Background: an optimization exercise with open tools, aiming at small area and a short achievable clock period. Do not read the settings as production practice.
Only simulation tests tie the RTL to the original design; equivalence was not proved.
Power is estimated from default activity; no workload was simulated.

### flow/run.sh
#!/bin/bash
# standard layout with plain buf_1 port buffers and a lighter clock tree
set -euo pipefail
export BUFFER_PORTS_ARGS="-buffer_cell sky130_fd_sc_hd__buf_1"
export CTS_ARGS="-sink_clustering_enable -repair_clock_nets -dont_use_dummy_load -buf_list sky130_fd_sc_hd__clkbuf_8 -sink_clustering_size 16 -sink_clustering_max_diameter 50"
bash standard.sh > standard.log 2>&1
### config.mk
export PLATFORM = sky130hd
export DESIGN_NAME = sdfm_regmap
export DESIGN_NICKNAME = sdfm_regmap
export VERILOG_FILES = /design/flow/design.v
export SDC_FILE = /design/flow/constraint.sdc
export NUM_CORES = 4
export LEC_CHECK = 0
export CAP_MARGIN = 30
export CORE_MARGIN = 2
export CORE_UTILIZATION = 40
export SETUP_SLACK_MARGIN = 3.0
export SLEW_MARGIN = 40
export SYNTH_HIERARCHICAL = 1
### constraint.sdc
create_clock -name core_clock -period 8.0 [get_ports {SYSCLK}]
set_input_delay 1.6000 -clock core_clock [delete_from_list [all_inputs] [get_ports {SYSCLK}]]
set_output_delay 1.6000 -clock core_clock [all_outputs]
set_load 0.01 [all_outputs]
### standard.sh
#!/bin/bash
# synth_recipe.tcl (not shown) runs the flow's synth.tcl, then flattens the netlist and writes it again
# the make line also repeats each setting of config.mk as NAME=value (left out here)
make -C /OpenROAD-flow-scripts/flow DESIGN_CONFIG=/design/flow/config.mk WORK_HOME=/design/flow/orfs CLKGATE_MAP_FILE= SYNTH_SCRIPT=/design/flow/synth_recipe.tcl "${@:-finish}"
### design.v
`timescale 1ns/100ps
package sdfm_pkg;
  typedef enum logic [3:0] {
    REG_NONE,     
    REG_IFLG,
    REG_IFLGCLR,
    REG_CTL,
    REG_DFPARM0,
    REG_DFPARM1,
    REG_CPARM0,
    REG_CPARM1,
    REG_CMPL0,
    REG_CMPL1,
    REG_CMPH0,
    REG_CMPH1,
    REG_FDATA0,
    REG_FDATA1,
    REG_CDATA0,
    REG_CDATA1
  } reg_id_e;
  typedef logic [15:0] reg_sel_t;  
  typedef logic [32-1:0] data_word_t;      
endpackage
`timescale 1ns/100ps
module sdfm_g_ao22 (input logic a, input logic b, input logic c, input logic d, output logic y);
  assign y = (a & b) | (c & d);
endmodule
module sdfm_hreg #(parameter int W = 32)
(
  input  logic         SYSCLK,
  input  logic         s,
  input  logic         h,
  input  logic [W-1:0] d,
  output logic [W-1:0] q
);
  logic [W-1:0] nx;
  for (genvar i = 0; i < W; i++)
  begin : g_bit
    sdfm_g_ao22 u_nx (s, d[i], h, q[i], nx[i]);
  end
  always_ff @(posedge SYSCLK)
    q <= nx;
endmodule
`timescale 1ns/100ps
module sdfm_g_inv (input logic a, output logic y);
  assign y = ~a;
endmodule
module sdfm_g_nand2 (input logic a, input logic b, output logic y);
  assign y = ~(a & b);
endmodule
module sdfm_g_nand3 (input logic a, input logic b, input logic c, output logic y);
  assign y = ~(a & b & c);
endmodule
module sdfm_g_nand4 (input logic a, input logic b, input logic c, input logic d, output logic y);
  assign y = ~(a & b & c & d);
endmodule
module sdfm_g_nor2 (input logic a, input logic b, output logic y);
  assign y = ~(a | b);
endmodule
module sdfm_g_aoi222 (input logic a, input logic b, input logic c, input logic d, input logic e, input logic f, output logic y);
  assign y = ~((a & b) | (c & d) | (e & f));
endmodule
module sdfm_g_and2 (input logic a, input logic b, output logic y);
  assign y = a & b;
endmodule
module sdfm_g_o21a (input logic a, input logic b, input logic c, output logic y);
  assign y = (a | b) & c;
endmodule
module sdfm_read_mux
(
  input  logic [15:0] addr,
  input  logic        rd,
  input  logic        irq,
  input  logic [1:0]  flg_lf,
  input  logic [1:0]  flg_hf,
  input  logic        reg_rsten,
  input  logic        reg_clken,
  input  logic        mien,
  input  logic [15:0] reg_filtdec,
  input  logic [3:0]  reg_filtmode,
  input  logic [7:0]  reg_filtdiv,
  input  logic [1:0]  reg_filten,
  input  logic [1:0]  reg_filtask,
  input  logic [3:0]  reg_filtst,
  input  logic [9:0]  reg_filtsh,
  input  logic [15:0] reg_compdec,
  input  logic [3:0]  reg_compmode,
  input  logic [7:0]  reg_compdiv,
  input  logic [1:0]  reg_compen,
  input  logic [1:0]  reg_compsen,
  input  logic [3:0]  reg_compst,
  input  logic [1:0]  reg_compilen,
  input  logic [1:0]  reg_compihen,
  input  logic [1:0]  reg_complclrflg,
  input  logic [1:0]  reg_comphclrflg,
  input  logic [63:0] reg_compltrd,
  input  logic [63:0] reg_comphtrd,
  input  logic [63:0] fdata,
  input  logic [63:0] cdata,
  output logic [31:0] rdata
);
  logic [6:2]  na;
  logic [3:0]  nlo;
  logic [4:0]  nhi;
  logic [16:0] sel [2];
  sdfm_g_inv u_inv_1 (addr[2], na[2]);
  sdfm_g_inv u_inv_2 (addr[3], na[3]);
  sdfm_g_inv u_inv_3 (addr[4], na[4]);
  sdfm_g_inv u_inv_4 (addr[5], na[5]);
  sdfm_g_inv u_inv_5 (addr[6], na[6]);
  sdfm_g_nand2 u_nand2_6 (na[3], na[2], nlo[0]);
  sdfm_g_nand2 u_nand2_7 (na[3], addr[2], nlo[1]);
  sdfm_g_nand2 u_nand2_8 (addr[3], na[2], nlo[2]);
  sdfm_g_nand2 u_nand2_9 (addr[3], addr[2], nlo[3]);
  sdfm_g_nand3 u_nand3_10 (na[6], na[5], na[4], nhi[0]);
  sdfm_g_nand3 u_nand3_11 (na[6], na[5], addr[4], nhi[1]);
  sdfm_g_nand3 u_nand3_12 (na[6], addr[5], na[4], nhi[2]);
  sdfm_g_nand3 u_nand3_13 (na[6], addr[5], addr[4], nhi[3]);
  sdfm_g_nand3 u_nand3_14 (addr[6], na[5], na[4], nhi[4]);
  sdfm_g_nor2 u_nor2_15 (nlo[0], nhi[0], sel[0][0]);
  sdfm_g_nor2 u_nor2_16 (nlo[2], nhi[0], sel[0][2]);
  sdfm_g_nor2 u_nor2_17 (nlo[3], nhi[0], sel[0][3]);
  sdfm_g_nor2 u_nor2_18 (nlo[0], nhi[1], sel[0][4]);
  sdfm_g_nor2 u_nor2_19 (nlo[1], nhi[1], sel[0][5]);
  sdfm_g_nor2 u_nor2_20 (nlo[2], nhi[1], sel[0][6]);
  sdfm_g_nor2 u_nor2_21 (nlo[3], nhi[1], sel[0][7]);
  sdfm_g_nor2 u_nor2_22 (nlo[0], nhi[2], sel[0][8]);
  sdfm_g_nor2 u_nor2_23 (nlo[1], nhi[2], sel[0][9]);
  sdfm_g_nor2 u_nor2_24 (nlo[2], nhi[2], sel[0][10]);
  sdfm_g_nor2 u_nor2_25 (nlo[1], nhi[3], sel[0][13]);
  sdfm_g_nor2 u_nor2_26 (nlo[2], nhi[3], sel[0][14]);
  sdfm_g_nor2 u_nor2_27 (nlo[3], nhi[3], sel[0][15]);
  sdfm_g_nor2 u_nor2_28 (nlo[0], nhi[4], sel[0][16]);
  assign sel[0][1] = 1'b0;
  assign sel[0][11] = 1'b0;
  assign sel[0][12] = 1'b0;
  sdfm_g_nor2 u_nor2_29 (nlo[0], nhi[0], sel[1][0]);
  sdfm_g_nor2 u_nor2_30 (nlo[2], nhi[0], sel[1][2]);
  sdfm_g_nor2 u_nor2_31 (nlo[3], nhi[0], sel[1][3]);
  sdfm_g_nor2 u_nor2_32 (nlo[0], nhi[1], sel[1][4]);
  sdfm_g_nor2 u_nor2_33 (nlo[1], nhi[1], sel[1][5]);
  sdfm_g_nor2 u_nor2_34 (nlo[2], nhi[1], sel[1][6]);
  sdfm_g_nor2 u_nor2_35 (nlo[3], nhi[1], sel[1][7]);
  sdfm_g_nor2 u_nor2_36 (nlo[0], nhi[2], sel[1][8]);
  sdfm_g_nor2 u_nor2_37 (nlo[1], nhi[2], sel[1][9]);
  sdfm_g_nor2 u_nor2_38 (nlo[2], nhi[2], sel[1][10]);
  sdfm_g_nor2 u_nor2_39 (nlo[1], nhi[3], sel[1][13]);
  sdfm_g_nor2 u_nor2_40 (nlo[2], nhi[3], sel[1][14]);
  sdfm_g_nor2 u_nor2_41 (nlo[3], nhi[3], sel[1][15]);
  sdfm_g_nor2 u_nor2_42 (nlo[0], nhi[4], sel[1][16]);
  assign sel[1][1] = 1'b0;
  assign sel[1][11] = 1'b0;
  assign sel[1][12] = 1'b0;
  logic [3:0] m;
  logic       n1, p;
  logic [3:0] hit;
  sdfm_g_nor2 u_nor2_43 (addr[15], addr[14], m[0]);
  sdfm_g_nor2 u_nor2_44 (addr[13], addr[12], m[1]);
  sdfm_g_nor2 u_nor2_45 (addr[11], addr[7], m[2]);
  sdfm_g_nor2 u_nor2_46 (addr[1], addr[0], m[3]);
  sdfm_g_nand4 u_nand4_47 (rd, addr[10], addr[9], addr[8], n1);
  sdfm_g_nand4 u_nand4_48 (m[0], m[1], m[2], m[3], p);
  sdfm_g_nor2 u_nor2_49 (p, n1, hit[0]);
  sdfm_g_nor2 u_nor2_50 (p, n1, hit[1]);
  sdfm_g_nor2 u_nor2_51 (p, n1, hit[2]);
  sdfm_g_nor2 u_nor2_52 (p, n1, hit[3]);
  logic [4:0] t0;
  sdfm_g_aoi222 u_aoi222_53 (sel[0][2], reg_rsten, sel[0][3], reg_filtdec[0], sel[0][4], reg_filtdec[8], t0[0]);
  sdfm_g_aoi222 u_aoi222_54 (sel[0][5], reg_compdec[0], sel[0][6], reg_compdec[8], sel[0][7], reg_compltrd[0], t0[1]);
  sdfm_g_aoi222 u_aoi222_55 (sel[0][8], reg_compltrd[32], sel[0][9], reg_comphtrd[0], sel[0][10], reg_comphtrd[32], t0[2]);
  sdfm_g_aoi222 u_aoi222_56 (sel[0][13], fdata[0], sel[0][14], fdata[32], sel[0][15], cdata[0], t0[3]);
  sdfm_g_nand2 u_nand2_57 (sel[0][16], cdata[32], t0[4]);
  logic x0_0;
  sdfm_g_nand3 u_nand3_58 (t0[0], t0[1], t0[2], x0_0);
  logic x0_1;
  sdfm_g_nand2 u_nand2_59 (t0[3], t0[4], x0_1);
  sdfm_g_o21a u_o21a_60 (x0_0, x0_1, hit[0], rdata[0]);
  logic [4:0] t1;
  sdfm_g_aoi222 u_aoi222_61 (sel[0][2], reg_clken, sel[0][3], reg_filtdec[1], sel[0][4], reg_filtdec[9], t1[0]);
  sdfm_g_aoi222 u_aoi222_62 (sel[0][5], reg_compdec[1], sel[0][6], reg_compdec[9], sel[0][7], reg_compltrd[1], t1[1]);
  sdfm_g_aoi222 u_aoi222_63 (sel[0][8], reg_compltrd[33], sel[0][9], reg_comphtrd[1], sel[0][10], reg_comphtrd[33], t1[2]);
  sdfm_g_aoi222 u_aoi222_64 (sel[0][13], fdata[1], sel[0][14], fdata[33], sel[0][15], cdata[1], t1[3]);
  sdfm_g_nand2 u_nand2_65 (sel[0][16], cdata[33], t1[4]);
  logic x1_0;
  sdfm_g_nand3 u_nand3_66 (t1[0], t1[1], t1[2], x1_0);
  logic x1_1;
  sdfm_g_nand2 u_nand2_67 (t1[3], t1[4], x1_1);
  sdfm_g_o21a u_o21a_68 (x1_0, x1_1, hit[0], rdata[1]);
  logic [3:0] t2;
  sdfm_g_aoi222 u_aoi222_69 (sel[0][3], reg_filtdec[2], sel[0][4], reg_filtdec[10], sel[0][5], reg_compdec[2], t2[0]);
  sdfm_g_aoi222 u_aoi222_70 (sel[0][6], reg_compdec[10], sel[0][7], reg_compltrd[2], sel[0][8], reg_compltrd[34], t2[1]);
  sdfm_g_aoi222 u_aoi222_71 (sel[0][9], reg_comphtrd[2], sel[0][10], reg_comphtrd[34], sel[0][13], fdata[2], t2[2]);
  sdfm_g_aoi222 u_aoi222_72 (sel[0][14], fdata[34], sel[0][15], cdata[2], sel[0][16], cdata[34], t2[3]);
  logic x2_0;
  sdfm_g_nand4 u_nand4_73 (t2[0], t2[1], t2[2], t2[3], x2_0);
  sdfm_g_and2 u_and2_74 (x2_0, hit[0], rdata[2]);
  logic [3:0] t3;
  sdfm_g_aoi222 u_aoi222_75 (sel[0][3], reg_filtdec[3], sel[0][4], reg_filtdec[11], sel[0][5], reg_compdec[3], t3[0]);
  sdfm_g_aoi222 u_aoi222_76 (sel[0][6], reg_compdec[11], sel[0][7], reg_compltrd[3], sel[0][8], reg_compltrd[35], t3[1]);
  sdfm_g_aoi222 u_aoi222_77 (sel[0][9], reg_comphtrd[3], sel[0][10], reg_comphtrd[35], sel[0][13], fdata[3], t3[2]);
  sdfm_g_aoi222 u_aoi222_78 (sel[0][14], fdata[35], sel[0][15], cdata[3], sel[0][16], cdata[35], t3[3]);
  logic x3_0;
  sdfm_g_nand4 u_nand4_79 (t3[0], t3[1], t3[2], t3[3], x3_0);
  sdfm_g_and2 u_and2_80 (x3_0, hit[0], rdata[3]);
  logic [4:0] t4;
  sdfm_g_aoi222 u_aoi222_81 (sel[0][2], mien, sel[0][3], reg_filtdec[4], sel[0][4], reg_filtdec[12], t4[0]);
  sdfm_g_aoi222 u_aoi222_82 (sel[0][5], reg_compdec[4], sel[0][6], reg_compdec[12], sel[0][7], reg_compltrd[4], t4[1]);
  sdfm_g_aoi222 u_aoi222_83 (sel[0][8], reg_compltrd[36], sel[0][9], reg_comphtrd[4], sel[0][10], reg_comphtrd[36], t4[2]);
  sdfm_g_aoi222 u_aoi222_84 (sel[0][13], fdata[4], sel[0][14], fdata[36], sel[0][15], cdata[4], t4[3]);
  sdfm_g_nand2 u_nand2_85 (sel[0][16], cdata[36], t4[4]);
  logic x4_0;
  sdfm_g_nand3 u_nand3_86 (t4[0], t4[1], t4[2], x4_0);
  logic x4_1;
  sdfm_g_nand2 u_nand2_87 (t4[3], t4[4], x4_1);
  sdfm_g_o21a u_o21a_88 (x4_0, x4_1, hit[0], rdata[4]);
  logic [3:0] t5;
  sdfm_g_aoi222 u_aoi222_89 (sel[0][3], reg_filtdec[5], sel[0][4], reg_filtdec[13], sel[0][5], reg_compdec[5], t5[0]);
  sdfm_g_aoi222 u_aoi222_90 (sel[0][6], reg_compdec[13], sel[0][7], reg_compltrd[5], sel[0][8], reg_compltrd[37], t5[1]);
  sdfm_g_aoi222 u_aoi222_91 (sel[0][9], reg_comphtrd[5], sel[0][10], reg_comphtrd[37], sel[0][13], fdata[5], t5[2]);
  sdfm_g_aoi222 u_aoi222_92 (sel[0][14], fdata[37], sel[0][15], cdata[5], sel[0][16], cdata[37], t5[3]);
  logic x5_0;
  sdfm_g_nand4 u_nand4_93 (t5[0], t5[1], t5[2], t5[3], x5_0);
  sdfm_g_and2 u_and2_94 (x5_0, hit[0], rdata[5]);
  logic [3:0] t6;
  sdfm_g_aoi222 u_aoi222_95 (sel[0][3], reg_filtdec[6], sel[0][4], reg_filtdec[14], sel[0][5], reg_compdec[6], t6[0]);
  sdfm_g_aoi222 u_aoi222_96 (sel[0][6], reg_compdec[14], sel[0][7], reg_compltrd[6], sel[0][8], reg_compltrd[38], t6[1]);
  sdfm_g_aoi222 u_aoi222_97 (sel[0][9], reg_comphtrd[6], sel[0][10], reg_comphtrd[38], sel[0][13], fdata[6], t6[2]);
  sdfm_g_aoi222 u_aoi222_98 (sel[0][14], fdata[38], sel[0][15], cdata[6], sel[0][16], cdata[38], t6[3]);
  logic x6_0;
  sdfm_g_nand4 u_nand4_99 (t6[0], t6[1], t6[2], t6[3], x6_0);
  sdfm_g_and2 u_and2_100 (x6_0, hit[0], rdata[6]);
  logic [3:0] t7;
  sdfm_g_aoi222 u_aoi222_101 (sel[0][3], reg_filtdec[7], sel[0][4], reg_filtdec[15], sel[0][5], reg_compdec[7], t7[0]);
  sdfm_g_aoi222 u_aoi222_102 (sel[0][6], reg_compdec[15], sel[0][7], reg_compltrd[7], sel[0][8], reg_compltrd[39], t7[1]);
  sdfm_g_aoi222 u_aoi222_103 (sel[0][9], reg_comphtrd[7], sel[0][10], reg_comphtrd[39], sel[0][13], fdata[7], t7[2]);
  sdfm_g_aoi222 u_aoi222_104 (sel[0][14], fdata[39], sel[0][15], cdata[7], sel[0][16], cdata[39], t7[3]);
  logic x7_0;
  sdfm_g_nand4 u_nand4_105 (t7[0], t7[1], t7[2], t7[3], x7_0);
  sdfm_g_and2 u_and2_106 (x7_0, hit[0], rdata[7]);
  logic [4:0] t8;
  sdfm_g_aoi222 u_aoi222_107 (sel[0][0], flg_lf[0], sel[0][3], reg_filtmode[0], sel[0][4], reg_filtmode[2], t8[0]);
  sdfm_g_aoi222 u_aoi222_108 (sel[0][5], reg_compmode[0], sel[0][6], reg_compmode[2], sel[0][7], reg_compltrd[8], t8[1]);
  sdfm_g_aoi222 u_aoi222_109 (sel[0][8], reg_compltrd[40], sel[0][9], reg_comphtrd[8], sel[0][10], reg_comphtrd[40], t8[2]);
  sdfm_g_aoi222 u_aoi222_110 (sel[0][13], fdata[8], sel[0][14], fdata[40], sel[0][15], cdata[8], t8[3]);
  sdfm_g_nand2 u_nand2_111 (sel[0][16], cdata[40], t8[4]);
  logic x8_0;
  sdfm_g_nand3 u_nand3_112 (t8[0], t8[1], t8[2], x8_0);
  logic x8_1;
  sdfm_g_nand2 u_nand2_113 (t8[3], t8[4], x8_1);
  sdfm_g_o21a u_o21a_114 (x8_0, x8_1, hit[1], rdata[8]);
  logic [4:0] t9;
  sdfm_g_aoi222 u_aoi222_115 (sel[0][0], flg_lf[1], sel[0][3], reg_filtmode[1], sel[0][4], reg_filtmode[3], t9[0]);
  sdfm_g_aoi222 u_aoi222_116 (sel[0][5], reg_compmode[1], sel[0][6], reg_compmode[3], sel[0][7], reg_compltrd[9], t9[1]);
  sdfm_g_aoi222 u_aoi222_117 (sel[0][8], reg_compltrd[41], sel[0][9], reg_comphtrd[9], sel[0][10], reg_comphtrd[41], t9[2]);
  sdfm_g_aoi222 u_aoi222_118 (sel[0][13], fdata[9], sel[0][14], fdata[41], sel[0][15], cdata[9], t9[3]);
  sdfm_g_nand2 u_nand2_119 (sel[0][16], cdata[41], t9[4]);
  logic x9_0;
  sdfm_g_nand3 u_nand3_120 (t9[0], t9[1], t9[2], x9_0);
  logic x9_1;
  sdfm_g_nand2 u_nand2_121 (t9[3], t9[4], x9_1);
  sdfm_g_o21a u_o21a_122 (x9_0, x9_1, hit[1], rdata[9]);
  logic [3:0] t10;
  sdfm_g_aoi222 u_aoi222_123 (sel[0][7], reg_compltrd[10], sel[0][8], reg_compltrd[42], sel[0][9], reg_comphtrd[10], t10[0]);
  sdfm_g_aoi222 u_aoi222_124 (sel[0][10], reg_comphtrd[42], sel[0][13], fdata[10], sel[0][14], fdata[42], t10[1]);
  sdfm_g_nand2 u_nand2_125 (sel[0][15], cdata[10], t10[2]);
  sdfm_g_nand2 u_nand2_126 (sel[0][16], cdata[42], t10[3]);
  logic x10_0;
  sdfm_g_nand4 u_nand4_127 (t10[0], t10[1], t10[2], t10[3], x10_0);
  sdfm_g_and2 u_and2_128 (x10_0, hit[1], rdata[10]);
  logic [3:0] t11;
  sdfm_g_aoi222 u_aoi222_129 (sel[0][7], reg_compltrd[11], sel[0][8], reg_compltrd[43], sel[0][9], reg_comphtrd[11], t11[0]);
  sdfm_g_aoi222 u_aoi222_130 (sel[0][10], reg_comphtrd[43], sel[0][13], fdata[11], sel[0][14], fdata[43], t11[1]);
  sdfm_g_nand2 u_nand2_131 (sel[0][15], cdata[11], t11[2]);
  sdfm_g_nand2 u_nand2_132 (sel[0][16], cdata[43], t11[3]);
  logic x11_0;
  sdfm_g_nand4 u_nand4_133 (t11[0], t11[1], t11[2], t11[3], x11_0);
  sdfm_g_and2 u_and2_134 (x11_0, hit[1], rdata[11]);
  logic [4:0] t12;
  sdfm_g_aoi222 u_aoi222_135 (sel[0][0], flg_hf[0], sel[0][3], reg_filtdiv[0], sel[0][4], reg_filtdiv[4], t12[0]);
  sdfm_g_aoi222 u_aoi222_136 (sel[0][5], reg_compdiv[0], sel[0][6], reg_compdiv[4], sel[0][7], reg_compltrd[12], t12[1]);
  sdfm_g_aoi222 u_aoi222_137 (sel[0][8], reg_compltrd[44], sel[0][9], reg_comphtrd[12], sel[0][10], reg_comphtrd[44], t12[2]);
  sdfm_g_aoi222 u_aoi222_138 (sel[0][13], fdata[12], sel[0][14], fdata[44], sel[0][15], cdata[12], t12[3]);
  sdfm_g_nand2 u_nand2_139 (sel[0][16], cdata[44], t12[4]);
  logic x12_0;
  sdfm_g_nand3 u_nand3_140 (t12[0], t12[1], t12[2], x12_0);
  logic x12_1;
  sdfm_g_nand2 u_nand2_141 (t12[3], t12[4], x12_1);
  sdfm_g_o21a u_o21a_142 (x12_0, x12_1, hit[1], rdata[12]);
  logic [4:0] t13;
  sdfm_g_aoi222 u_aoi222_143 (sel[0][0], flg_hf[1], sel[0][3], reg_filtdiv[1], sel[0][4], reg_filtdiv[5], t13[0]);
  sdfm_g_aoi222 u_aoi222_144 (sel[0][5], reg_compdiv[1], sel[0][6], reg_compdiv[5], sel[0][7], reg_compltrd[13], t13[1]);
  sdfm_g_aoi222 u_aoi222_145 (sel[0][8], reg_compltrd[45], sel[0][9], reg_comphtrd[13], sel[0][10], reg_comphtrd[45], t13[2]);
  sdfm_g_aoi222 u_aoi222_146 (sel[0][13], fdata[13], sel[0][14], fdata[45], sel[0][15], cdata[13], t13[3]);
  sdfm_g_nand2 u_nand2_147 (sel[0][16], cdata[45], t13[4]);
  logic x13_0;
  sdfm_g_nand3 u_nand3_148 (t13[0], t13[1], t13[2], x13_0);
  logic x13_1;
  sdfm_g_nand2 u_nand2_149 (t13[3], t13[4], x13_1);
  sdfm_g_o21a u_o21a_150 (x13_0, x13_1, hit[1], rdata[13]);
  logic [3:0] t14;
  sdfm_g_aoi222 u_aoi222_151 (sel[0][3], reg_filtdiv[2], sel[0][4], reg_filtdiv[6], sel[0][5], reg_compdiv[2], t14[0]);
  sdfm_g_aoi222 u_aoi222_152 (sel[0][6], reg_compdiv[6], sel[0][7], reg_compltrd[14], sel[0][8], reg_compltrd[46], t14[1]);
  sdfm_g_aoi222 u_aoi222_153 (sel[0][9], reg_comphtrd[14], sel[0][10], reg_comphtrd[46], sel[0][13], fdata[14], t14[2]);
  sdfm_g_aoi222 u_aoi222_154 (sel[0][14], fdata[46], sel[0][15], cdata[14], sel[0][16], cdata[46], t14[3]);
  logic x14_0;
  sdfm_g_nand4 u_nand4_155 (t14[0], t14[1], t14[2], t14[3], x14_0);
  sdfm_g_and2 u_and2_156 (x14_0, hit[1], rdata[14]);
  logic [3:0] t15;
  sdfm_g_aoi222 u_aoi222_157 (sel[0][3], reg_filtdiv[3], sel[0][4], reg_filtdiv[7], sel[0][5], reg_compdiv[3], t15[0]);
  sdfm_g_aoi222 u_aoi222_158 (sel[0][6], reg_compdiv[7], sel[0][7], reg_compltrd[15], sel[0][8], reg_compltrd[47], t15[1]);
  sdfm_g_aoi222 u_aoi222_159 (sel[0][9], reg_comphtrd[15], sel[0][10], reg_comphtrd[47], sel[0][13], fdata[15], t15[2]);
  sdfm_g_aoi222 u_aoi222_160 (sel[0][14], fdata[47], sel[0][15], cdata[15], sel[0][16], cdata[47], t15[3]);
  logic x15_0;
  sdfm_g_nand4 u_nand4_161 (t15[0], t15[1], t15[2], t15[3], x15_0);
  sdfm_g_and2 u_and2_162 (x15_0, hit[1], rdata[15]);
  logic [3:0] t16;
  sdfm_g_aoi222 u_aoi222_163 (sel[1][3], reg_filten[0], sel[1][4], reg_filten[1], sel[1][5], reg_compen[0], t16[0]);
  sdfm_g_aoi222 u_aoi222_164 (sel[1][6], reg_compen[1], sel[1][7], reg_compltrd[16], sel[1][8], reg_compltrd[48], t16[1]);
  sdfm_g_aoi222 u_aoi222_165 (sel[1][9], reg_comphtrd[16], sel[1][10], reg_comphtrd[48], sel[1][13], fdata[16], t16[2]);
  sdfm_g_aoi222 u_aoi222_166 (sel[1][14], fdata[48], sel[1][15], cdata[16], sel[1][16], cdata[48], t16[3]);
  logic x16_0;
  sdfm_g_nand4 u_nand4_167 (t16[0], t16[1], t16[2], t16[3], x16_0);
  sdfm_g_and2 u_and2_168 (x16_0, hit[2], rdata[16]);
  logic [3:0] t17;
  sdfm_g_aoi222 u_aoi222_169 (sel[1][3], reg_filtask[0], sel[1][4], reg_filtask[1], sel[1][5], reg_compsen[0], t17[0]);
  sdfm_g_aoi222 u_aoi222_170 (sel[1][6], reg_compsen[1], sel[1][7], reg_compltrd[17], sel[1][8], reg_compltrd[49], t17[1]);
  sdfm_g_aoi222 u_aoi222_171 (sel[1][9], reg_comphtrd[17], sel[1][10], reg_comphtrd[49], sel[1][13], fdata[17], t17[2]);
  sdfm_g_aoi222 u_aoi222_172 (sel[1][14], fdata[49], sel[1][15], cdata[17], sel[1][16], cdata[49], t17[3]);
  logic x17_0;
  sdfm_g_nand4 u_nand4_173 (t17[0], t17[1], t17[2], t17[3], x17_0);
  sdfm_g_and2 u_and2_174 (x17_0, hit[2], rdata[17]);
  logic [3:0] t18;
  sdfm_g_aoi222 u_aoi222_175 (sel[1][7], reg_compltrd[18], sel[1][8], reg_compltrd[50], sel[1][9], reg_comphtrd[18], t18[0]);
  sdfm_g_aoi222 u_aoi222_176 (sel[1][10], reg_comphtrd[50], sel[1][13], fdata[18], sel[1][14], fdata[50], t18[1]);
  sdfm_g_nand2 u_nand2_177 (sel[1][15], cdata[18], t18[2]);
  sdfm_g_nand2 u_nand2_178 (sel[1][16], cdata[50], t18[3]);
  logic x18_0;
  sdfm_g_nand4 u_nand4_179 (t18[0], t18[1], t18[2], t18[3], x18_0);
  sdfm_g_and2 u_and2_180 (x18_0, hit[2], rdata[18]);
  logic [3:0] t19;
  sdfm_g_aoi222 u_aoi222_181 (sel[1][7], reg_compltrd[19], sel[1][8], reg_compltrd[51], sel[1][9], reg_comphtrd[19], t19[0]);
  sdfm_g_aoi222 u_aoi222_182 (sel[1][10], reg_comphtrd[51], sel[1][13], fdata[19], sel[1][14], fdata[51], t19[1]);
  sdfm_g_nand2 u_nand2_183 (sel[1][15], cdata[19], t19[2]);
  sdfm_g_nand2 u_nand2_184 (sel[1][16], cdata[51], t19[3]);
  logic x19_0;
  sdfm_g_nand4 u_nand4_185 (t19[0], t19[1], t19[2], t19[3], x19_0);
  sdfm_g_and2 u_and2_186 (x19_0, hit[2], rdata[19]);
  logic [3:0] t20;
  sdfm_g_aoi222 u_aoi222_187 (sel[1][3], reg_filtst[0], sel[1][4], reg_filtst[2], sel[1][5], reg_compst[0], t20[0]);
  sdfm_g_aoi222 u_aoi222_188 (sel[1][6], reg_compst[2], sel[1][7], reg_compltrd[20], sel[1][8], reg_compltrd[52], t20[1]);
  sdfm_g_aoi222 u_aoi222_189 (sel[1][9], reg_comphtrd[20], sel[1][10], reg_comphtrd[52], sel[1][13], fdata[20], t20[2]);
  sdfm_g_aoi222 u_aoi222_190 (sel[1][14], fdata[52], sel[1][15], cdata[20], sel[1][16], cdata[52], t20[3]);
  logic x20_0;
  sdfm_g_nand4 u_nand4_191 (t20[0], t20[1], t20[2], t20[3], x20_0);
  sdfm_g_and2 u_and2_192 (x20_0, hit[2], rdata[20]);
  logic [3:0] t21;
  sdfm_g_aoi222 u_aoi222_193 (sel[1][3], reg_filtst[1], sel[1][4], reg_filtst[3], sel[1][5], reg_compst[1], t21[0]);
  sdfm_g_aoi222 u_aoi222_194 (sel[1][6], reg_compst[3], sel[1][7], reg_compltrd[21], sel[1][8], reg_compltrd[53], t21[1]);
  sdfm_g_aoi222 u_aoi222_195 (sel[1][9], reg_comphtrd[21], sel[1][10], reg_comphtrd[53], sel[1][13], fdata[21], t21[2]);
  sdfm_g_aoi222 u_aoi222_196 (sel[1][14], fdata[53], sel[1][15], cdata[21], sel[1][16], cdata[53], t21[3]);
  logic x21_0;
  sdfm_g_nand4 u_nand4_197 (t21[0], t21[1], t21[2], t21[3], x21_0);
  sdfm_g_and2 u_and2_198 (x21_0, hit[2], rdata[21]);
  logic [3:0] t22;
  sdfm_g_aoi222 u_aoi222_199 (sel[1][7], reg_compltrd[22], sel[1][8], reg_compltrd[54], sel[1][9], reg_comphtrd[22], t22[0]);
  sdfm_g_aoi222 u_aoi222_200 (sel[1][10], reg_comphtrd[54], sel[1][13], fdata[22], sel[1][14], fdata[54], t22[1]);
  sdfm_g_nand2 u_nand2_201 (sel[1][15], cdata[22], t22[2]);
  sdfm_g_nand2 u_nand2_202 (sel[1][16], cdata[54], t22[3]);
  logic x22_0;
  sdfm_g_nand4 u_nand4_203 (t22[0], t22[1], t22[2], t22[3], x22_0);
  sdfm_g_and2 u_and2_204 (x22_0, hit[2], rdata[22]);
  logic [3:0] t23;
  sdfm_g_aoi222 u_aoi222_205 (sel[1][7], reg_compltrd[23], sel[1][8], reg_compltrd[55], sel[1][9], reg_comphtrd[23], t23[0]);
  sdfm_g_aoi222 u_aoi222_206 (sel[1][10], reg_comphtrd[55], sel[1][13], fdata[23], sel[1][14], fdata[55], t23[1]);
  sdfm_g_nand2 u_nand2_207 (sel[1][15], cdata[23], t23[2]);
  sdfm_g_nand2 u_nand2_208 (sel[1][16], cdata[55], t23[3]);
  logic x23_0;
  sdfm_g_nand4 u_nand4_209 (t23[0], t23[1], t23[2], t23[3], x23_0);
  sdfm_g_and2 u_and2_210 (x23_0, hit[2], rdata[23]);
  logic [3:0] t24;
  sdfm_g_aoi222 u_aoi222_211 (sel[1][3], reg_filtsh[0], sel[1][4], reg_filtsh[5], sel[1][5], reg_compilen[0], t24[0]);
  sdfm_g_aoi222 u_aoi222_212 (sel[1][6], reg_compilen[1], sel[1][7], reg_compltrd[24], sel[1][8], reg_compltrd[56], t24[1]);
  sdfm_g_aoi222 u_aoi222_213 (sel[1][9], reg_comphtrd[24], sel[1][10], reg_comphtrd[56], sel[1][13], fdata[24], t24[2]);
  sdfm_g_aoi222 u_aoi222_214 (sel[1][14], fdata[56], sel[1][15], cdata[24], sel[1][16], cdata[56], t24[3]);
  logic x24_0;
  sdfm_g_nand4 u_nand4_215 (t24[0], t24[1], t24[2], t24[3], x24_0);
  sdfm_g_and2 u_and2_216 (x24_0, hit[3], rdata[24]);
  logic [3:0] t25;
  sdfm_g_aoi222 u_aoi222_217 (sel[1][3], reg_filtsh[1], sel[1][4], reg_filtsh[6], sel[1][5], reg_compihen[0], t25[0]);
  sdfm_g_aoi222 u_aoi222_218 (sel[1][6], reg_compihen[1], sel[1][7], reg_compltrd[25], sel[1][8], reg_compltrd[57], t25[1]);
  sdfm_g_aoi222 u_aoi222_219 (sel[1][9], reg_comphtrd[25], sel[1][10], reg_comphtrd[57], sel[1][13], fdata[25], t25[2]);
  sdfm_g_aoi222 u_aoi222_220 (sel[1][14], fdata[57], sel[1][15], cdata[25], sel[1][16], cdata[57], t25[3]);
  logic x25_0;
  sdfm_g_nand4 u_nand4_221 (t25[0], t25[1], t25[2], t25[3], x25_0);
  sdfm_g_and2 u_and2_222 (x25_0, hit[3], rdata[25]);
  logic [3:0] t26;
  sdfm_g_aoi222 u_aoi222_223 (sel[1][3], reg_filtsh[2], sel[1][4], reg_filtsh[7], sel[1][7], reg_compltrd[26], t26[0]);
  sdfm_g_aoi222 u_aoi222_224 (sel[1][8], reg_compltrd[58], sel[1][9], reg_comphtrd[26], sel[1][10], reg_comphtrd[58], t26[1]);
  sdfm_g_aoi222 u_aoi222_225 (sel[1][13], fdata[26], sel[1][14], fdata[58], sel[1][15], cdata[26], t26[2]);
  sdfm_g_nand2 u_nand2_226 (sel[1][16], cdata[58], t26[3]);
  logic x26_0;
  sdfm_g_nand4 u_nand4_227 (t26[0], t26[1], t26[2], t26[3], x26_0);
  sdfm_g_and2 u_and2_228 (x26_0, hit[3], rdata[26]);
  logic [3:0] t27;
  sdfm_g_aoi222 u_aoi222_229 (sel[1][3], reg_filtsh[3], sel[1][4], reg_filtsh[8], sel[1][7], reg_compltrd[27], t27[0]);
  sdfm_g_aoi222 u_aoi222_230 (sel[1][8], reg_compltrd[59], sel[1][9], reg_comphtrd[27], sel[1][10], reg_comphtrd[59], t27[1]);
  sdfm_g_aoi222 u_aoi222_231 (sel[1][13], fdata[27], sel[1][14], fdata[59], sel[1][15], cdata[27], t27[2]);
  sdfm_g_nand2 u_nand2_232 (sel[1][16], cdata[59], t27[3]);
  logic x27_0;
  sdfm_g_nand4 u_nand4_233 (t27[0], t27[1], t27[2], t27[3], x27_0);
  sdfm_g_and2 u_and2_234 (x27_0, hit[3], rdata[27]);
  logic [3:0] t28;
  sdfm_g_aoi222 u_aoi222_235 (sel[1][3], reg_filtsh[4], sel[1][4], reg_filtsh[9], sel[1][5], reg_complclrflg[0], t28[0]);
  sdfm_g_aoi222 u_aoi222_236 (sel[1][6], reg_complclrflg[1], sel[1][7], reg_compltrd[28], sel[1][8], reg_compltrd[60], t28[1]);
  sdfm_g_aoi222 u_aoi222_237 (sel[1][9], reg_comphtrd[28], sel[1][10], reg_comphtrd[60], sel[1][13], fdata[28], t28[2]);
  sdfm_g_aoi222 u_aoi222_238 (sel[1][14], fdata[60], sel[1][15], cdata[28], sel[1][16], cdata[60], t28[3]);
  logic x28_0;
  sdfm_g_nand4 u_nand4_239 (t28[0], t28[1], t28[2], t28[3], x28_0);
  sdfm_g_and2 u_and2_240 (x28_0, hit[3], rdata[28]);
  logic [3:0] t29;
  sdfm_g_aoi222 u_aoi222_241 (sel[1][5], reg_comphclrflg[0], sel[1][6], reg_comphclrflg[1], sel[1][7], reg_compltrd[29], t29[0]);
  sdfm_g_aoi222 u_aoi222_242 (sel[1][8], reg_compltrd[61], sel[1][9], reg_comphtrd[29], sel[1][10], reg_comphtrd[61], t29[1]);
  sdfm_g_aoi222 u_aoi222_243 (sel[1][13], fdata[29], sel[1][14], fdata[61], sel[1][15], cdata[29], t29[2]);
  sdfm_g_nand2 u_nand2_244 (sel[1][16], cdata[61], t29[3]);
  logic x29_0;
  sdfm_g_nand4 u_nand4_245 (t29[0], t29[1], t29[2], t29[3], x29_0);
  sdfm_g_and2 u_and2_246 (x29_0, hit[3], rdata[29]);
  logic [3:0] t30;
  sdfm_g_aoi222 u_aoi222_247 (sel[1][7], reg_compltrd[30], sel[1][8], reg_compltrd[62], sel[1][9], reg_comphtrd[30], t30[0]);
  sdfm_g_aoi222 u_aoi222_248 (sel[1][10], reg_comphtrd[62], sel[1][13], fdata[30], sel[1][14], fdata[62], t30[1]);
  sdfm_g_nand2 u_nand2_249 (sel[1][15], cdata[30], t30[2]);
  sdfm_g_nand2 u_nand2_250 (sel[1][16], cdata[62], t30[3]);
  logic x30_0;
  sdfm_g_nand4 u_nand4_251 (t30[0], t30[1], t30[2], t30[3], x30_0);
  sdfm_g_and2 u_and2_252 (x30_0, hit[3], rdata[30]);
  logic [2:0] t31;
  sdfm_g_aoi222 u_aoi222_253 (sel[1][0], irq, sel[1][7], reg_compltrd[31], sel[1][8], reg_compltrd[63], t31[0]);
  sdfm_g_aoi222 u_aoi222_254 (sel[1][9], reg_comphtrd[31], sel[1][10], reg_comphtrd[63], sel[1][13], fdata[31], t31[1]);
  sdfm_g_aoi222 u_aoi222_255 (sel[1][14], fdata[63], sel[1][15], cdata[31], sel[1][16], cdata[63], t31[2]);
  logic x31_0;
  sdfm_g_nand3 u_nand3_256 (t31[0], t31[1], t31[2], x31_0);
  sdfm_g_and2 u_and2_257 (x31_0, hit[3], rdata[31]);
endmodule
`timescale 1ns/100ps
module sdfm_regmap
(
  input  logic                    SYSCLK,
  input  logic                    SYSRSTn,
  input  logic [16-1:0] addr,
  input  logic                    wr,
  input  logic                    rd,
  input  logic [32-1:0]  wdata,
  output logic [32-1:0]  rdata,    
  input  logic [63:0]             filt_data_out,
  input  logic [1:0]              filt_data_update,
  input  logic [63:0]             comp_data_out,
  input  logic [1:0]              comp_data_update,
  input  logic [1:0]              comp_data_low,
  input  logic [1:0]              comp_data_high,
  output logic                    reg_rsten,
  output logic                    reg_clken,
  output logic [15:0]             reg_filtdec,
  output logic [3:0]              reg_filtmode,
  output logic [7:0]              reg_filtdiv,
  output logic [1:0]              reg_filten,
  output logic [1:0]              reg_filtask,
  output logic [3:0]              reg_filtst,
  output logic [9:0]              reg_filtsh,
  output logic [15:0]             reg_compdec,
  output logic [3:0]              reg_compmode,
  output logic [7:0]              reg_compdiv,
  output logic [1:0]              reg_compen,
  output logic [1:0]              reg_compsen,
  output logic [3:0]              reg_compst,
  output logic [1:0]              reg_compilen,
  output logic [1:0]              reg_compihen,
  output logic [1:0]              reg_complclrflg,
  output logic [1:0]              reg_comphclrflg,
  output logic [63:0]             reg_compltrd,
  output logic [63:0]             reg_comphtrd,
  output logic                    irq
);
  logic       dev_ok;
  logic [5:0] widx;
  logic [16:0] sel;      
  logic [16:0] wsel;     
  assign dev_ok = (addr[15:8] == 8'h07) && (addr[1:0] == 2'b00);
  assign widx   = addr[7:2];
  always_comb
    for (int k = 0; k < 17; k++)
      sel[k] = (widx == k[5:0]);
  assign wsel = (wr && dev_ok) ? sel : '0;
  logic [16:0] ws, wh;
  assign ws = SYSRSTn ? wsel  : '0;
  assign wh = SYSRSTn ? ~wsel : '0;
  logic        mien;
  logic [63:0] fdata, cdata;
  logic [1:0]  fs, fh, cs, ch;
  assign fs = SYSRSTn ? filt_data_update  : 2'b00;
  assign fh = SYSRSTn ? ~filt_data_update : 2'b00;
  assign cs = SYSRSTn ? comp_data_update  : 2'b00;
  assign ch = SYSRSTn ? ~comp_data_update : 2'b00;
  sdfm_hreg #(3) u_ctl (.SYSCLK, .s(ws[2]), .h(wh[2]), .d({wdata[4], wdata[1:0]}),
                        .q({mien, reg_clken, reg_rsten}));
  for (genvar i = 0; i < 2; i++)
  begin : g_ch
    sdfm_hreg #(23) u_dfparm (.SYSCLK, .s(ws[3+i]), .h(wh[3+i]),
      .d({wdata[28:24], wdata[21:20], wdata[17], wdata[16], wdata[15:12], wdata[9:8], wdata[7:0]}),
      .q({reg_filtsh[i*5 +: 5], reg_filtst[i*2 +: 2], reg_filtask[i], reg_filten[i],
          reg_filtdiv[i*4 +: 4], reg_filtmode[i*2 +: 2], reg_filtdec[i*8 +: 8]}));
    sdfm_hreg #(22) u_cparm (.SYSCLK, .s(ws[5+i]), .h(wh[5+i]),
      .d({wdata[29], wdata[28], wdata[25], wdata[24], wdata[21:20], wdata[17], wdata[16],
          wdata[15:12], wdata[9:8], wdata[7:0]}),
      .q({reg_comphclrflg[i], reg_complclrflg[i], reg_compihen[i], reg_compilen[i],
          reg_compst[i*2 +: 2], reg_compsen[i], reg_compen[i], reg_compdiv[i*4 +: 4],
          reg_compmode[i*2 +: 2], reg_compdec[i*8 +: 8]}));
    sdfm_hreg #(32) u_cmpl (.SYSCLK, .s(ws[7+i]), .h(wh[7+i]), .d(wdata), .q(reg_compltrd[i*32 +: 32]));
    sdfm_hreg #(32) u_cmph (.SYSCLK, .s(ws[9+i]), .h(wh[9+i]), .d(wdata), .q(reg_comphtrd[i*32 +: 32]));
    sdfm_hreg #(32) u_fdata (.SYSCLK, .s(fs[i]), .h(fh[i]), .d(filt_data_out[i*32 +: 32]), .q(fdata[i*32 +: 32]));
    sdfm_hreg #(32) u_cdata (.SYSCLK, .s(cs[i]), .h(ch[i]), .d(comp_data_out[i*32 +: 32]), .q(cdata[i*32 +: 32]));
  end
  logic [1:0] flg_lf, flg_hf;
  logic       clr_wr;
  assign clr_wr = wsel[1];
  always_ff @(posedge SYSCLK)
  begin
    if (!SYSRSTn)
    begin
      flg_lf <= '0;
      flg_hf <= '0;
      irq    <= 1'b0;
    end
    else
    begin
      for (int i = 0; i < 2; i++)
      begin
        if (comp_data_update[i] && reg_complclrflg[i])
          flg_lf[i] <= comp_data_low[i];
        else if (comp_data_update[i] && comp_data_low[i])
          flg_lf[i] <= 1'b1;
        else if (clr_wr && wdata[8 + i])
          flg_lf[i] <= 1'b0;
        if (comp_data_update[i] && reg_comphclrflg[i])
          flg_hf[i] <= comp_data_high[i];
        else if (comp_data_update[i] && comp_data_high[i])
          flg_hf[i] <= 1'b1;
        else if (clr_wr && wdata[12 + i])
          flg_hf[i] <= 1'b0;
      end
      if (mien && |((reg_compilen & flg_lf) | (reg_compihen & flg_hf)))
        irq <= 1'b1;
      else if (clr_wr && wdata[31])
        irq <= 1'b0;
    end
  end
  sdfm_read_mux u_rmux (
    .addr,
    .rd,
    .irq,
    .flg_lf,
    .flg_hf,
    .reg_rsten,
    .reg_clken,
    .mien,
    .reg_filtdec,
    .reg_filtmode,
    .reg_filtdiv,
    .reg_filten,
    .reg_filtask,
    .reg_filtst,
    .reg_filtsh,
    .reg_compdec,
    .reg_compmode,
    .reg_compdiv,
    .reg_compen,
    .reg_compsen,
    .reg_compst,
    .reg_compilen,
    .reg_compihen,
    .reg_complclrflg,
    .reg_comphclrflg,
    .reg_compltrd,
    .reg_comphtrd,
    .fdata,
    .cdata,
    .rdata
  );
endmodule
==> results of run 1 <==
per-layer routing:
metal | share of wire, % | vias to the layer above | GRT usage [%]
li1 | - | 5517 | -
met1 | 41 | 6354 | 45.85
met2 | 43 | 949 | 48.26
met3 | 12 | 124 | 7.619
met4 | 3.7 | 2 | 12.23
met5 | 0.028 | - | 0
power breakdown:
part / switching (mW) / internal (mW) / leakage, nW
clock: 0.587 / 0.382 / 0.244
sequential: 0.0241 / 1.80 / 2.88
combinational: 0.143 / 0.0827 / 2.87
Yosys stat by module, one instance, submodules excluded, a selection:
module         times used  cells inside
sdfm_g_and2            25             1
sdfm_g_ao22           349             1
sdfm_g_aoi222         110             1
sdfm_g_inv              5             1
sdfm_g_nand2           35             1
sdfm_g_nand3           13             1
sdfm_g_nand4           26             1
sdfm_g_nor2            35             1
sdfm_g_o21a             7             1
sdfm_regmap             1            80
area by class of cell:
type	instances	area (sq um)	share of cell area, %
multi-input combinational	666	5532	34.14
tap	396	495.5	3.058
sequential	354	7087	43.74
antenna	3	7.507	0.04633
inverter	9	40.04	0.2471
timing repair buffer	529	2574	15.88
clock buffer	34	467.9	2.888
stage by stage:
stage	std cells	instance area, sq um	worst slack (ns)	util (%)
2_1_floorplan	1034	12410	3.124	-
3_3_place_gp	1899	14920	2.369	48.76
3_5_place_dp	1905	15090	2.304	49.34
4_1_cts	1942	15690	2.940	51.28
5_1_grt	1989	16200	2.933	52.95
6_report	1991	16200	2.861	52.97
worst max-delay path by stage:
stage          slack [ns]    start             endpoint
6_report             2.86  addr[4]            rdata[15]
3_3_place_gp         2.37  addr[2]            rdata[15]
4_1_cts              2.94  addr[2]            rdata[15]
5_1_grt              2.93  addr[6]            rdata[25]
2_1_floorplan        3.12  addr[5]  g_ch[1].u_cmph.q[0]
3_5_place_dp         2.30  addr[2]            rdata[15]
timing repair:
item	in CTS	in global routing
resized for setup	33	33
pin swaps	12	16
setup endpoints to repair	32	24
hold buffers	0	0
cloned	0	4
buffers inserted	3	39
Yosys cell counts (all sizes together):
cell,instances
a22o,355
dfxtp,354
a222oi,110
nor2,47
nand2,43
and2,30
nand4,26
nand3,18
a21oi,10
inv,9
o21a,7
buf,4
nor3,4
nor4,3
a31oi,2
nor4b,2
o31a,2
or3,2
a41o,1
and4,1
and4b,1
clkbuf,1
nor2b,1
o21ai,1
state kept, by name, summed over array words and instances, names as in the netlist:
register	flops
g_ch.u_cparm.q	44
g_ch.u_cmph.q	64
g_ch.u_cmpl.q	64
g_ch.u_cdata.q	64
u_ctl.q	3
flg_hf	2
irq	1
g_ch.u_dfparm.q	46
g_ch.u_fdata.q	64
flg_lf	2
logic make-up (layout without fill, tap and decap cells):
kind of cell    Yosys count  in the layout  share of synthesized area, %
buf+inv                  14            572                        0.5342
simple gates            178            178                         7.258
flops                   354            354                         57.10
other cells               0              3                             0
compound gates          488            488                         35.11
==> flow_summary.yaml, run 1 <==
layout:
  layout_commonest_cell: "buf_1"
  nets: 1782
  synthToLayoutAreaGrowth_pct: 30.54
  nFillCells: 2910
  drive_above_1_share_pct: 11.56
  layout_common_cells: "buf_1, a22o_1, dfxtp_1"
clock_tree:
  cts-root-buf: "clkbuf_8"
  htreeDepth: 2
  clkTransAtPathRegs_ns: 0.06
  clock_path_buffers: 3
  clk_latency_ns: 0.53
  clock_sinks: 354
  cts_tree: "built"
  numCtsBuffers: 34
floorplan:
  pin_count: 441
  start_util_pct: 40.58
  die_width_um: 180.2
  core-area_sq_um: 30590
  rows: 64
  die_y_um: 180.2
  dieArea_sq_um: 32450
critical_path:
  arrival_ns: 3.54
  setup.worst_path.end_class: "output port"
  r2r_cells: 3
  crit_path_start_kind: "primary input"
  max_stage_delay_ns: 0.86
  crit_buf_inv: 4
  cp_max_fo: 10
  critical_path_depth: 9
  cp_cell_sequence: "buf_8 -> inv_2 -> nand3_1 -> nor2_1 -> buf_6 -> a222oi_1 -> nand4_1 -> and2_1 -> buf_2"
  slowest_stage: "a222oi_1"
  required_ns: 6.40
  rr_endpoint: "irq"
  cp_top_family: "compound AO/OA/AOI/OAI gates"
  r2r_slack_ns: 6.73
  rr_startpoint: "g_ch[0].u_cparm.q[19]"
  worstSetupPathType: "primary input to output port"
power_and_ir_drop:
  p_leak_nw: 5.993
  vdd_drop_max_v: 0.00009647
  power_mw: 3.020
  p_per_area_nw_per_um2: 186.4
timing:
  setup_violations: 0
  finalHoldViolCount: 0
  fin_skew_ns: 0.02701
  setup_tns_ns: 0
  worst_slew_pin_slew_ns: 1.014
  holdWs_ns: 0.4734
  period_share_pct: 64.24
  period_needed_ns: 5.139
  maxSlewViolCount: 0
  rsz0062_at_grt: "yes"
  relSlewSlack_pct: 32.39
  clock.fmax_mhz: 194.6
run_status:
  status: "complete, no violations"
yosys:
  synth.avg_cell_area_sq_um: 12.00
  synthesis.area_sq_um: 12410
  synthTopCellsByArea: "dfxtp_1, a22o_1, a222oi_1"
  yosysSeqAreaShare_pct: 57.10
  synth-seq-cells: 354
  ys_warn_count: 14
  yosys.cell_types.count: 30
  yosysTopAreaCell: "dfxtp_1"
  postSynthCellCount: 1034
  synthesis.nets: 1222
  yosysTopAreaCellShare_pct: 57.10
global_routing:
  antenna_found_initial: 4
  grtUsageTotal_pct: 32.48
  grt_max_degree: 33
  overflow: 0
  grt_pass1_vias: 11900
  grt_pass1_wl_um: 80590
worst_hold_path:
  hold_path_depth: 1
  hold_start: "g_ch[0].u_fdata.q[19]"
  hold_end: "g_ch[0].u_fdata.q[19]"
  min_path_type: "register to register"
detailed_routing:
  drt_iter0_drc: 2057
  drt_pass1_iterations: 7
  drc: 0
  via_per_inst: 6.502
  wirelength_um: 56750
  route.detailed.wl_per_inst_um: 28.50
  num_vias: 12950
  postRouteAntennaNets: 0
run:
  maxCapViolCount: 0
placed_design:
  portBuffers: 440
  dp_hpwl_um: 38040
  place_congestion: 0.8695
==> inputs of run 2 (changes only) <==
--- a/config.mk
+++ b/config.mk
@@ -9,5 +9,5 @@
 export CORE_MARGIN = 2
 export CORE_UTILIZATION = 40
-export SETUP_SLACK_MARGIN = 3.0
+export SETUP_SLACK_MARGIN = 3.5
 export SLEW_MARGIN = 40
 export SYNTH_HIERARCHICAL = 1
==> run 2 against run 1 <==
Still clean. Via count increased by 2.3%. Register-to-register slack about the same. Design area grew 5.1%. Sequential power barely moved. Sequential share of layout area is 2.1 points lower. Synthesized cell count did not move. Cell count up 1.3%. Largest power group unchanged.
==> flow_summary.yaml, run 2 <==
layout:
  drive_above_1_share_pct: 15.77
  layout_commonest_cell: "buf_1"
  synthToLayoutAreaGrowth_pct: 37.16
  final_cells: 2017
  nets: 1807
  layout_common_cells: "buf_1, a22o_1, dfxtp_1"
critical_path:
  worstSetupPathType: "primary input to output port"
  setup.worst_path.end_class: "output port"
  arrival_ns: 3.36
  critical_path_depth: 10
  crit_path_start_kind: "primary input"
  crit_buf_inv: 5
  cp_cell_sequence: "buf_12 -> inv_8 -> nand3_4 -> buf_12 -> buf_4 -> nor2_4 -> a222oi_1 -> nand4_1 -> and2_1 -> buf_1"
  startpoint: "addr[6]"
  slowest_stage: "a222oi_1"
  cp_top_family: "compound AO/OA/AOI/OAI gates"
  cp_max_fo: 5
  r2r_cells: 3
  max_stage_delay_ns: 0.65
  path_common_cell: "buf_12"
  required_ns: 6.40
  rr_startpoint: "g_ch[0].u_cparm.q[18]"
yosys:
  async_reset_ff_share_pct: 0
  yosysSeqAreaShare_pct: 57.10
  synth.avg_cell_area_sq_um: 12.00
  yosys.cell_types.count: 30
  synth_most_common_cell: "a22o_1"
  synth-edff-count: 0
  synth.top_cells.by_count: "a22o_1, dfxtp_1, a222oi_1, nor2_1, nand2_1"
  synth-seq-cells: 354
  yosysTopAreaCellShare_pct: 57.10
  postSynthCellCount: 1034
  yosysTopAreaCell: "dfxtp_1"
  ys_warn_count: 14
  synthesis.area_sq_um: 12410
  synthesis.nets: 1222
  synth_ff_type: "dfxtp_1"
  synthTopCellsByArea: "dfxtp_1, a22o_1, a222oi_1"
detailed_routing:
  drt_pass1_iterations: 9
  wirelength_um: 59050
  drc: 0
  num_vias: 13240
  route.detailed.wl_per_inst_um: 29.28
  drt_iter0_drc: 1997
  via_per_inst: 6.565
  postRouteAntennaNets: 0
timing:
  period_needed_ns: 4.961
  setup_violations: 0
  period_share_pct: 62.02
  maxSlewViolCount: 0
  clock.fmax_mhz: 201.6
  fin_skew_ns: 0.01368
  timing.final.ws_setup_ns: 3.039
  worst_slew_pin_slew_ns: 0.9175
  relSlewSlack_pct: 38.70
  rsz0062_at_grt: "yes"
  finalHoldViolCount: 0
  setup_tns_ns: 0
clock_tree:
  cts-root-buf: "clkbuf_8"
  clock_sinks: 354
  cts_tree: "built"
  clk_latency_ns: 0.55
  numCtsBuffers: 36
  clock_path_buffers: 3
  clkTransAtPathRegs_ns: 0.06
  hold_buffers: 0
  htreeDepth: 2
global_routing:
  grt_pass1_wl_um: 84000
  grt_max_degree: 33
  antenna_found_initial: 4
  grtUsageTotal_pct: 33.97
  overflow: 0
  grt_pass1_vias: 12440
worst_hold_path:
  hold_path_depth: 1
  hold_start: "g_ch[0].u_fdata.q[29]"
  min_path_type: "register to register"
power_and_ir_drop:
  p_leak_nw: 6.344
  vdd_drop_max_v: 0.0001121
  p_per_area_nw_per_um2: 180.8
placed_design:
  dp_hpwl_um: 38710
  place_congestion: 0.9208
  dp.cells: 1899
  dp_slack_ns: 2.273
  portBuffers: 440
floorplan:
  die_width_um: 180.2
  core-area_sq_um: 30590
  rows: 64
  start_util_pct: 40.58
  pin_count: 441
  dieArea_sq_um: 32450
  die_y_um: 180.2
run_status:
  status: "complete, no violations"
run:
  maxCapViolCount: 0
==> run 2: cell counts after synthesis <==
Identical to the previous run, type by type.
==> run 2: cells by family after synthesis <==
family / after synthesis / synth area share [%]
flops: 354 / 57.10
simple gates: 178 / 7.258
buf+inv: 14 / 0.5342
compound gates: 488 / 35.11
==> run 2: area by class of cell <==
type / count / area (sq um)
clock buffer: 36 / 495.5
fill: 2816 / 13570
sequential: 354 / 7087
tap: 396 / 495.5
antenna: 4 / 10.01
inverter: 9 / 56.30
timing repair buffer: 551 / 3109
multi-input combinational: 667 / 5771
==> run 2: path summary, 6_finish.rpt <==
path | slack, ns | end
setup / recovery | 3.04 | rdata[17]
hold / removal | 0.48 | g_ch[0].u_fdata.q[29]
setup reg to reg | 6.73 | irq
hold reg to reg | 0.48 | g_ch[0].u_fdata.q[29]
==> run 2: report_power, final <==
part / internal, mW / total [mW] / switching, mW
sequential: 1.80 / 1.83 / 0.0277
clock: 0.404 / 1.00 / 0.599
combinational: 0.0928 / 0.247 / 0.154
==> run 2: through the flow <==
step / power, mW / utilization, % / hold WS (ns) / instance area (sq um)
final: 3.078 / 55.65 / 0.4790 / 17020
after floorplan: 1.940 / - / 0.4383 / 12430
after CTS: 3.071 / 54.29 / 0.4742 / 16610
after global placement: 2.061 / 48.69 / 0.4516 / 14890
after global routing: 3.164 / 55.64 / 0.4841 / 17020
after detailed placement: 2.068 / 49.43 / 0.4515 / 15120
==> run 2: modules after synthesis, one instance, submodules excluded, excerpt <==
module / flip-flops and latches / cells inside / cell area [sq um]
sdfm_g_ao22: 0 / 1 / 8.758
sdfm_g_nand3: 0 / 1 / 5.005
sdfm_g_o21a: 0 / 1 / 7.507
sdfm_g_and2: 0 / 1 / 6.256
sdfm_regmap: 5 / 80 / 549.3
sdfm_g_nor2: 0 / 1 / 3.754
sdfm_g_aoi222: 0 / 1 / 10.01
sdfm_g_inv: 0 / 1 / 3.754
sdfm_g_nand2: 0 / 1 / 3.754
sdfm_g_nand4: 0 / 1 / 6.256
==> run 2: worst register-to-register path, stage by stage, from the launching register on <==
cell and delay (ns):
dfxtp_1 0.38, a22o_1 0.25, o21ai_0 0.39, a21oi_1 0.12
==> run 2: per-layer routing <==
| layer | up-vias | wire [um] | global-route usage, % |
|---|---|---|---|
| li1 | 5592 | - | - |
| met1 | 6512 | 24110 | 47.62 |
| met2 | 977 | 25930 | 51.13 |
| met3 | 156 | 6751 | 7.943 |
| met4 | 4 | 2237 | 12.29 |
| met5 | - | 25 | 0 |
==> run 2: what timing repair did <==
action	in CTS	in global routing
pin swaps	78	72
gates resized for setup	113	74
setup endpoints to repair	32	32
setup buffers	60	14
gates cloned	2	1
endpoints found under the hold margin	0	0

-- what the ideal ports hide --
The flow's constraints put no driver on any port. The routed layouts listed below were extracted and timed again, unchanged, in two steps. Step 1: set_driving_cell puts a clkbuf_16 on SYSCLK and a buf_2 on each other input, an assumption about the parent block. Step 2 moves the port delays by t, midway between the first and last clock arrival at a register: inputs arrive t later, outputs are due t later. That takes back most of the time a late clock gives input paths. Slacks: no drivers / after step 1 / after step 2; pairs: no drivers / after step 1.
run	shift t [ns]	setup WS [ns]	hold WS [ns]	worst slew at a driven data input, ns
run 1	0.569	2.861 / 2.693 / 2.693	0.473 / 0.473 / 0.473	0.17
run 2	0.584	3.039 / 2.959 / 2.959	0.479 / 0.479 / 0.479	0.10
After both steps setup and hold are still met in every run listed. For run 1, which loses most, drivers alone change the setup slack by -0.168 ns; drivers and shift together by -0.168 ns.
